From an optimization exercise on the open Yosys and OpenROAD flow, aimed at small area, a short achievable clock period and few clock cycles per item; shortcuts taken in it are not production practice. At most, simulation tests tie the RTL to the original design; equivalence was not proved.

==> inputs of run a <==
==> flow/design.v (excerpt) <==
module running_mean_stddev #(
    parameter int MAX_COUNT   = 65536,
    parameter int FRAC_BITS   = 16
) (
    input  logic        aclk,
    input  logic        aresetn,
    input  logic        s_axis_tvalid,
    output logic        s_axis_tready,
    input  logic [15:0] s_axis_tdata,    
    input  logic        s_axis_tlast,
    output logic        m_axis_tvalid,
    input  logic        m_axis_tready,
    output logic [87:0] m_axis_tdata,    
    input  logic        psel,
    input  logic        penable,
    input  logic        pwrite,
    input  logic [1:0]  paddr,
    input  logic [31:0] pwdata,
    output logic [31:0] prdata,
    output logic        pready
);
==> flow/config.mk <==
export PLATFORM = sky130hd
export DESIGN_NAME = running_mean_stddev
export DESIGN_NICKNAME = running_mean_stddev
export VERILOG_FILES = /design/flow/design.v
export SDC_FILE = /design/flow/constraint.sdc
export NUM_CORES = 4
export LEC_CHECK = 0
export CAP_MARGIN = 20
export CORE_MARGIN = 2
export CORE_UTILIZATION = 40
export SETUP_SLACK_MARGIN = 5
export SLEW_MARGIN = 20
==> flow/constraint.sdc <==
create_clock -name core_clock -period 11.0 [get_ports {aclk}]
set_input_delay 2.2000 -clock core_clock [delete_from_list [all_inputs] [get_ports {aclk}]]
set_output_delay 2.2000 -clock core_clock [all_outputs]
set_load 0.01 [all_outputs]
run.sh (not shown) runs the stock make flow with config.mk's settings and CLKGATE_MAP_FILE= SYNTH_SCRIPT=/design/flow/synth_recipe.tcl, a recipe that flattens the netlist after the stock synthesis.
==> run b: changes against run a <==
--- a/flow/config.mk
+++ b/flow/config.mk
@@ -10,3 +10,2 @@
 export CORE_UTILIZATION = 40
-export SETUP_SLACK_MARGIN = 5
 export SLEW_MARGIN = 20
==> summary of the runs <==
First-iteration DRC count is about the same in run b and run a. Die area is the same in run b and run a. Area after synthesis is the same in run a and run b. Against run b, the non-clock buffer count of run a is higher by 296. Between run a and run b, the lower global-route usage is in run b (gap 2.1 points).
Testbench counts of run a, summed over its fixed seeds: cycles 13,457, items 320.
Testbench counts of run b, summed over its fixed seeds: cycles 13,457, items 320.

* * *

==> inputs of job 3444 <==
Another version of the RTL of running_mean_stddev (not shown whole).
==> flow/config.mk <==
export PLATFORM = sky130hd
export DESIGN_NAME = running_mean_stddev
export DESIGN_NICKNAME = running_mean_stddev
export VERILOG_FILES = /design/flow/design.v
export SDC_FILE = /design/flow/constraint.sdc
export NUM_CORES = 4
export LEC_CHECK = 0
export CAP_MARGIN = 20
export CORE_MARGIN = 2
export CORE_UTILIZATION = 40
export SETUP_SLACK_MARGIN = 5
export SLEW_MARGIN = 20
==> flow/constraint.sdc <==
create_clock -name core_clock -period 11.0 [get_ports {aclk}]
set_input_delay 2.2000 -clock core_clock [delete_from_list [all_inputs] [get_ports {aclk}]]
set_output_delay 2.2000 -clock core_clock [all_outputs]
set_load 0.01 [all_outputs]
==> job 4507 (differences from job 3444) <==
--- a/flow/design.v
+++ b/flow/design.v
@@ -124,75 +124,79 @@
         cnt_reg <= clear ? '0 : cnt_n;
         sum_reg <= clear ? '0 : sum_n;
         acc_s   <= clear ? '0 : ns;
         acc_c   <= clear ? '0 : nc;
         ovf_reg <= clear ? 1'b0 : ovf_n;
     end
     logic [CW-1:0] an;
     logic [SW-1:0] as;         
-    logic [QW-1:0] aq;         
+    logic [QW:0]   aq;         
     logic [63:0]   aN;         
     logic [33:0]   aD;
     logic          aneg, aovf, amode;
     logic          nb, mb, flip;    
     logic [31:0] an32, lzx;
     logic [4:0]  lz_hi, a_idx;
     logic [63:0] a_s64, a_r0, a_r1, a_r2, a_cs, a_cc, a_sum;
     logic [33:0] a_dsum;
+    logic [CW-1:0] anm;
+    logic [17:0] a_qhi;
+    assign anm   = an - CW'(amode);
+    assign a_qhi = {1'b0, aN[QW-1:30]} - {1'b0, anm};
     assign an32  = 32'(an);
     assign lzx   = (as ^ {SW{as[SW-1]}}) | an32;
     always_comb begin
         lz_hi = 5'd0;
         for (int i = 0; i < 32; i++) if (lzx[i]) lz_hi = 5'(i);
     end
     assign a_idx = (a_st == A_PREP2) ? a_step : a_step - 5'd1;
     assign a_s64 = {{(64-SW){as[SW-1]}}, as};
     assign a_r0  = {aN[62:0], 1'b0};
-    assign a_r1  = nb ? 64'(aq) : 64'd0;
+    assign a_r1  = nb ? {{(64-QW-1){aq[QW]}}, aq} : 64'd0;
     assign a_r2  = flip ? a_s64 : ~(mb ? a_s64 : 64'd0);
     assign a_cs  = a_r0 ^ a_r1 ^ a_r2;
     assign a_cc  = {((a_r0[62:0] & a_r1[62:0]) | (a_r0[62:0] & a_r2[62:0]) |
                      (a_r1[62:0] & a_r2[62:0])), !flip};
     rms_add64 u_aadd (.a(a_cs), .b(a_cc), .ci(1'b0), .s(a_sum));
-    rms_add34 u_dadd (.a({aD[32:0], 1'b0}), .b(nb ? 34'(an - CW'(amode)) : 34'd0), .ci(1'b0), .s(a_dsum));
+    rms_add34 u_dadd (.a({aD[32:0], 1'b0}), .b(nb ? 34'(anm) : 34'd0), .ci(1'b0), .s(a_dsum));
     always_ff @(posedge aclk) begin
         if (a_load) begin
             an    <= cnt_n;
             as    <= sum_n;
-            aq    <= ns;
+            aq    <= {1'b0, ns};
             aN    <= 64'(nc[QW-1:1]);
             aovf  <= ovf_n;
             amode <= f0_m && (cnt_n >= CW'(2));
             nb    <= 1'b1;
             mb    <= 1'b0;
             flip  <= 1'b0;
         end else if (a_st == A_PREP1) begin
             aN     <= a_sum;
             aneg   <= as[SW-1];
             a_step <= lz_hi + 5'(as[SW-1]);
         end else if (a_st == A_PREP2) begin
-            aq     <= aN[QW-1:0];
+            aq     <= {a_qhi, aN[29:0]};
             aN     <= '0;
             aD     <= '0;
             nb     <= an32[a_idx];
             mb     <= as[a_idx];
             flip   <= aneg;
         end else if (a_st == A_RUN) begin
             aN     <= a_sum;
             aD     <= a_dsum;
             a_step <= a_step - 5'd1;
             nb     <= an32[a_idx];
             mb     <= as[a_idx];
             flip   <= 1'b0;
         end
     end
     logic [64:0] bR;           
     logic [61:0] bP;
-    logic [31:0] bL, bq, bZ;
+    logic [31:0] bL, bq, bZ;   
     logic [33:0] bD;
     logic [15:0] brem;
     logic [CW-1:0] bn;
     logic [1:0]  bst;
     logic        bneg;
     logic        bs, bge;
     logic [64:0] b_t, b_x1, b_x2, b_cs, b_cc;
     logic [16:0] b_rem2;
@@ -209,40 +213,38 @@
     assign b_cs = b_t ^ b_x1 ^ b_x2;
     assign b_cc = {((b_t[63:0] & b_x1[63:0]) | (b_t[63:0] & b_x2[63:0]) |
                     (b_x1[63:0] & b_x2[63:0])), 1'b1};
     assign b_rem2 = {brem, bZ[31]};
     assign b_diff = {1'b0, b_rem2} - {1'b0, bn};
     assign bge    = !b_diff[17];
     assign b_dv = aneg ? {~as, 16'(-an)} : {as, 16'd0};
     always_ff @(posedge aclk) begin
+        bR   <= a_hand ? {{31{aN[63]}}, aN[63:30]} : b_rsum;
+        bP   <= a_hand ? 62'(aD) : b_psum;
+        bL   <= a_hand ? {aN[29:0], 2'b00} : {bL[29:0], 2'b00};
+        brem <= a_hand ? b_dv[46:31] : (bge ? b_diff[15:0] : b_rem2[15:0]);
+    end
+    always_ff @(posedge aclk) begin
         if (a_hand) begin
-            bR   <= 65'(aN[63:32]);
-            bL   <= aN[31:0];
-            bP   <= '0;
             bD   <= aD;
             bn   <= an;
             bst  <= aovf ? rms_pkg::STATUS_OVERFLOW :
                     (an < CW'(2) ? rms_pkg::STATUS_FEW : rms_pkg::STATUS_OK);
             bneg <= aneg;
-            brem <= b_dv[47:32];
-            bZ   <= b_dv[31:0];
-            b_step <= 5'd0;
+            bZ   <= {b_dv[30:0], aneg};
+            b_step <= 5'd1;
         end else if (b_run) begin
-            bR   <= b_rsum;
-            bP   <= b_psum;
-            bq   <= {bq[30:0], bs};
-            bL   <= {bL[29:0], 2'b00};
-            brem <= bge ? b_diff[15:0] : b_rem2[15:0];
+            bq   <= (b_step == 5'd31) ? {bq[29:0], bs, !b_rsum[64]} : {bq[30:0], bs};
             bZ   <= {bZ[30:0], bge ^ bneg};
             b_step <= b_step + 5'd1;
         end
     end
     assign m_axis_tvalid = b_valid;
-    assign m_axis_tdata  = {5'd0, bst, bn, bq[30:0], !bR[64], bZ};
+    assign m_axis_tdata  = {5'd0, bst, bn, bq, bZ};
 endmodule
 module rms_add32 (
     input  logic [31:0] a,
     input  logic [31:0] b,
     input  logic        ci,
     output logic [31:0] s
 );
     logic [31:0] p, g;
ABC_AREA = 1   (was not set)
CORE_UTILIZATION = 50   (was 40)
==> notes <==
Area after synthesis: job 3444 is higher than job 4507 (3.6%).
Design area: job 4507 is smaller than job 3444 (4.5%).
Between job 3444 and job 4507, the lower critical path depth is in job 3444 (gap 13).
Wire length: job 3444 is higher than job 4507 (about 3.4%).
==> figures <==
                                                         job 4507        job 3444
Outcome                                            finished clean  finished clean
Post-synthesis instance total                               4,838           4,527
Worst Clk Skew                                          0.0174 ns       0.0406 ns
Combined flip-flop and latch cell area               16,700 sq um    17,500 sq um
Area of the core region                              88,500 sq um   115,000 sq um
Largest net degree at the start of global routing             195             107
Layout Cell Area excl Fill                           49,600 sq um    51,900 sq um
Number of stages on the worst hold path                         2               0
Count of cells resized by post-cts repair                       1               6
Testbench counts of job 4507, summed over its fixed seeds: cycles 12,376, items 320.
No functional check of the RTL was part of job 3444.

* * *

==> inputs of 03-16 <==
Another version of the RTL of running_mean_stddev (not shown whole).
clock: 11.0 ns
lec_check: 0
abc_area: 1
cap_margin: 20
core_margin: 2
core_utilization: 50
setup_slack_margin: 5
slew_margin: 20
==> inputs of 07-20, as changes to 03-16 <==
--- a/flow/design.v
+++ b/flow/design.v
@@ -136,18 +136,16 @@
     logic          nb, mb, flip;    
     logic          nbd;             
     logic [31:0] an32, lzx;
     logic [4:0]  lz_hi, a_idx;
     logic [63:0] a_s64, a_r0, a_r1, a_r2, a_cs, a_cc, a_sum;
     logic [33:0] a_dsum;
     logic [CW-1:0] anm;
-    logic [31:0]   anm32;
     logic [17:0] a_qhi;
     assign anm   = an - CW'(amode);
-    assign anm32 = 32'(anm);
     assign a_qhi = {1'b0, aN[QW-1:30]} - {1'b0, anm};
     assign an32  = 32'(an);
     assign lzx   = (as ^ {SW{as[SW-1]}}) | an32;
     always_comb begin
         lz_hi = 5'd0;
         for (int i = 0; i < 32; i++) if (lzx[i]) lz_hi = 5'(i);
     end
@@ -156,15 +154,15 @@
     assign a_r0  = {aN[62:0], 1'b0};
     assign a_r1  = nb ? {{(64-QW-1){aq[QW]}}, aq} : 64'd0;
     assign a_r2  = flip ? a_s64 : ~(mb ? a_s64 : 64'd0);
     assign a_cs  = a_r0 ^ a_r1 ^ a_r2;
     assign a_cc  = {((a_r0[62:0] & a_r1[62:0]) | (a_r0[62:0] & a_r2[62:0]) |
                      (a_r1[62:0] & a_r2[62:0])), !flip};
     rms_add64 u_aadd (.a(a_cs), .b(a_cc), .ci(1'b0), .s(a_sum));
-    rms_add34 u_dadd (.a({aD[32:0], 1'b0}), .b(nbd ? 34'(an) : 34'd0), .ci(1'b0), .s(a_dsum));
+    rms_add34 u_dadd (.a({aD[32:0], 1'b0}), .b(nbd ? 34'(anm) : 34'd0), .ci(1'b0), .s(a_dsum));
     always_ff @(posedge aclk) begin
         if (a_load) begin
             an    <= cnt_n;
             as    <= sum_n;
             aq    <= {1'b0, ns};
             aN    <= 64'(nc[QW-1:1]);
             aovf  <= ovf_n;
@@ -178,51 +176,53 @@
             aneg   <= as[SW-1];
             a_step <= lz_hi + 5'(as[SW-1]);
         end else if (a_st == A_PREP2) begin
             aq     <= {a_qhi, aN[29:0]};
             aN     <= '0;
             aD     <= '0;
             nb     <= an32[a_idx];
-            nbd    <= anm32[a_idx];
+            nbd    <= |(an32 & (32'd1 << a_idx));
             mb     <= as[a_idx];
             flip   <= aneg;
         end else if (a_st == A_RUN) begin
             aN     <= a_sum;
             aD     <= a_dsum;
             a_step <= a_step - 5'd1;
             nb     <= an32[a_idx];
-            nbd    <= anm32[a_idx];
+            nbd    <= |(an32 & (32'd1 << a_idx));
             mb     <= as[a_idx];
             flip   <= 1'b0;
         end
     end
     logic [64:0] bR;           
     logic [61:0] bP;
     logic [31:0] bL, bq, bZ;   
     logic [33:0] bD;
     logic [15:0] brem;
     logic [CW-1:0] bn;
     logic [1:0]  bst;
     logic        bneg;
     logic        bs, bge;
+    logic        bs2;          
+    logic        b_sel;        
     logic [64:0] b_t, b_x1, b_x2, b_cs, b_cc;
     logic [16:0] b_rem2;
     logic [17:0] b_diff;
     logic [47:0] b_dv;
     logic [64:0] b_rsum;
     logic [61:0] b_psum;
     rms_add65 u_radd (.a(b_cs), .b(b_cc), .ci(bs), .s(b_rsum));
     logic [34:0] b_plo;
     logic [27:0] b_pu, b_pq, b_pa;
     logic        b_inc, b_dec;
-    rms_add35 u_padd (.a({1'b0, bP[32:0], 1'b0}), .b({1'b0, bD ^ {34{!bs}}}), .ci(!bs), .s(b_plo));
+    rms_add35 u_padd (.a({1'b0, bP[32:0], 1'b0}), .b({1'b0, bD ^ {34{!bs2}}}), .ci(!bs2), .s(b_plo));
     assign b_pu  = bP[60:33];
-    assign b_inc = bs && b_plo[34];
-    assign b_dec = !bs && !b_plo[34];
-    assign b_pq  = b_pu ^ {28{!bs}};
+    assign b_inc = bs2 && b_plo[34];
+    assign b_dec = !bs2 && !b_plo[34];
+    assign b_pq  = b_pu ^ {28{!bs2}};
     always_comb begin
         logic [27:0] t;
         t = {b_pq[26:0], 1'b1};
         for (int d = 1; d < 28; d = d * 2)
             for (int i = 27; i >= 0; i--)
                 if ((i / d) % 2 == 1) t[i] = t[i] & t[(i / d) * d - 1];
         b_pa = t;
@@ -235,23 +235,25 @@
     assign b_cs = b_t ^ b_x1 ^ b_x2;
     assign b_cc = {((b_t[63:0] & b_x1[63:0]) | (b_t[63:0] & b_x2[63:0]) |
                     (b_x1[63:0] & b_x2[63:0])), 1'b1};
     assign b_rem2 = {brem, bZ[31]};
     assign b_diff = {1'b0, b_rem2} - {1'b0, bn};
     assign bge    = !b_diff[17];
     assign b_dv = aneg ? {~as, 16'(-an)} : {as, 16'd0};
+    assign b_sel = (a_st == A_DONE) && !b_run;
     always_ff @(posedge aclk) begin
-        bR   <= a_hand ? {{31{aN[63]}}, aN[63:30]} : b_rsum;
-        bP   <= a_hand ? 62'(aD) : b_psum;
-        bL   <= a_hand ? {aN[29:0], 2'b00} : {bL[29:0], 2'b00};
-        brem <= a_hand ? b_dv[46:31] : (bge ? b_diff[15:0] : b_rem2[15:0]);
+        bR   <= b_sel ? {{31{aN[63]}}, aN[63:30]} : b_rsum;
+        bs2  <= !(b_sel ? aN[63] : b_rsum[64]);
+        bP   <= b_sel ? 62'(aD) : b_psum;
+        bL   <= b_sel ? {aN[29:0], 2'b00} : {bL[29:0], 2'b00};
+        brem <= b_sel ? b_dv[46:31] : (bge ? b_diff[15:0] : b_rem2[15:0]);
+        if (b_sel) bD <= aD;
     end
     always_ff @(posedge aclk) begin
         if (a_hand) begin
-            bD   <= aD;
             bn   <= an;
             bst  <= aovf ? rms_pkg::STATUS_OVERFLOW :
                     (an < CW'(2) ? rms_pkg::STATUS_FEW : rms_pkg::STATUS_OK);
             bneg <= aneg;
             bZ   <= {b_dv[30:0], aneg};
             b_step <= 5'd1;
         end else if (b_run) begin
==> inputs of 02-22, as changes to 03-16 <==
--- a/flow/design.v
+++ b/flow/design.v
@@ -130,24 +130,21 @@
     logic [CW-1:0] an;
     logic [SW-1:0] as;         
     logic [QW:0]   aq;         
     logic [63:0]   aN;         
     logic [33:0]   aD;
     logic          aneg, aovf, amode;
     logic          nb, mb, flip;    
-    logic          nbd;             
     logic [31:0] an32, lzx;
     logic [4:0]  lz_hi, a_idx;
     logic [63:0] a_s64, a_r0, a_r1, a_r2, a_cs, a_cc, a_sum;
     logic [33:0] a_dsum;
     logic [CW-1:0] anm;
-    logic [31:0]   anm32;
     logic [17:0] a_qhi;
     assign anm   = an - CW'(amode);
-    assign anm32 = 32'(anm);
     assign a_qhi = {1'b0, aN[QW-1:30]} - {1'b0, anm};
     assign an32  = 32'(an);
     assign lzx   = (as ^ {SW{as[SW-1]}}) | an32;
     always_comb begin
         lz_hi = 5'd0;
         for (int i = 0; i < 32; i++) if (lzx[i]) lz_hi = 5'(i);
     end
@@ -156,45 +153,42 @@
     assign a_r0  = {aN[62:0], 1'b0};
     assign a_r1  = nb ? {{(64-QW-1){aq[QW]}}, aq} : 64'd0;
     assign a_r2  = flip ? a_s64 : ~(mb ? a_s64 : 64'd0);
     assign a_cs  = a_r0 ^ a_r1 ^ a_r2;
     assign a_cc  = {((a_r0[62:0] & a_r1[62:0]) | (a_r0[62:0] & a_r2[62:0]) |
                      (a_r1[62:0] & a_r2[62:0])), !flip};
     rms_add64 u_aadd (.a(a_cs), .b(a_cc), .ci(1'b0), .s(a_sum));
-    rms_add34 u_dadd (.a({aD[32:0], 1'b0}), .b(nbd ? 34'(an) : 34'd0), .ci(1'b0), .s(a_dsum));
+    rms_add34 u_dadd (.a({aD[32:0], 1'b0}), .b(nb ? 34'(anm) : 34'd0), .ci(1'b0), .s(a_dsum));
     always_ff @(posedge aclk) begin
         if (a_load) begin
             an    <= cnt_n;
             as    <= sum_n;
             aq    <= {1'b0, ns};
             aN    <= 64'(nc[QW-1:1]);
             aovf  <= ovf_n;
             amode <= f0_m && (cnt_n >= CW'(2));
             nb    <= 1'b1;
-            nbd   <= 1'b0;
             mb    <= 1'b0;
             flip  <= 1'b0;
         end else if (a_st == A_PREP1) begin
             aN     <= a_sum;
             aneg   <= as[SW-1];
             a_step <= lz_hi + 5'(as[SW-1]);
         end else if (a_st == A_PREP2) begin
             aq     <= {a_qhi, aN[29:0]};
             aN     <= '0;
             aD     <= '0;
             nb     <= an32[a_idx];
-            nbd    <= anm32[a_idx];
             mb     <= as[a_idx];
             flip   <= aneg;
         end else if (a_st == A_RUN) begin
             aN     <= a_sum;
             aD     <= a_dsum;
             a_step <= a_step - 5'd1;
             nb     <= an32[a_idx];
-            nbd    <= anm32[a_idx];
             mb     <= as[a_idx];
             flip   <= 1'b0;
         end
     end
     logic [64:0] bR;           
     logic [61:0] bP;
     logic [31:0] bL, bq, bZ;   
==> metrics.md <==
| Metric | Value |
|---|---|
| Hold Path Sink | bL[22] |
| Nets | 5729 |
| Outcome | complete, no violations |
| Buffer and inverter count on the worst path | 3 |
| DIE HEIGHT | 303.4 um |
| Largest stage delay, worst path | 470 ps |
-- figures above: 03-16

==> metrics.md <==
| Metric | Value |
|---|---|
| Outcome | complete, no violations |
| Buffer and inverter count on the worst path | 4 |
| Largest stage delay, worst path | 480 ps |
| DIE HEIGHT | 303.2 um |
-- figures above: 07-20

==> metrics.md <==
| Metric | Value |
|---|---|
| Outcome | complete, no violations |
| Delay-heaviest family, CP | compound AO/OA/AOI/OAI gates |
| Nets | 5656 |
| Largest stage delay, worst path | 530 ps |
| Buffer and inverter count on the worst path | 4 |
| DIE HEIGHT | 302.8 um |
-- figures above: 02-22

Testbench counts of 02-22, summed over its fixed seeds: cycles 12,376, items 320.
The RTL of 03-16 and 07-20 was laid out without a check of its function.

[static timing again, ports no longer ideal]
How much do the figures lean on ideal ports? The routed layouts below were timed once more, with nothing changed but the port constraints.
Step 1 (the two cells are an assumption about what drives the block):
set clk [get_ports {aclk}]
set_driving_cell -lib_cell sky130_fd_sc_hd__clkbuf_16 $clk
set_driving_cell -lib_cell sky130_fd_sc_hd__buf_2 [delete_from_list [all_inputs] $clk]
Step 2 times the ports against the registers' clock, not the clock port: input delays grow and output delays shrink by t, the midpoint of the rising clock arrivals with the driver on.
Three values: ideal ports, drivers, drivers and shift; two values: the first two.
| run | t (ns) | slack for setup (ns) | worst slew at a driven data input, ns |
|---|---|---|---|
| run a | 0.739 | 2.868 / 2.868 / 2.868 | 0.04 |
| run b | 0.727 | 1.516 / 1.516 / 1.516 | 0.14 |
| job 3444 | 0.735 | 5.309 / 5.309 / 4.943 | 0.07 |
| job 4507 | 0.714 | 5.503 / 5.503 / 5.381 | 0.04 |
| 03-16 | 0.709 | 5.385 / 5.385 / 5.065 | 0.06 |
| 07-20 | 0.709 | 5.446 / 5.446 / 5.446 | 0.03 |
| 02-22 | 0.690 | 5.515 / 5.515 / 5.290 | 0.05 |
After both steps every run listed still meets setup and hold. For job 3444, which loses most, drivers alone change the setup slack by 0.000 ns; drivers and shift together by -0.366 ns.
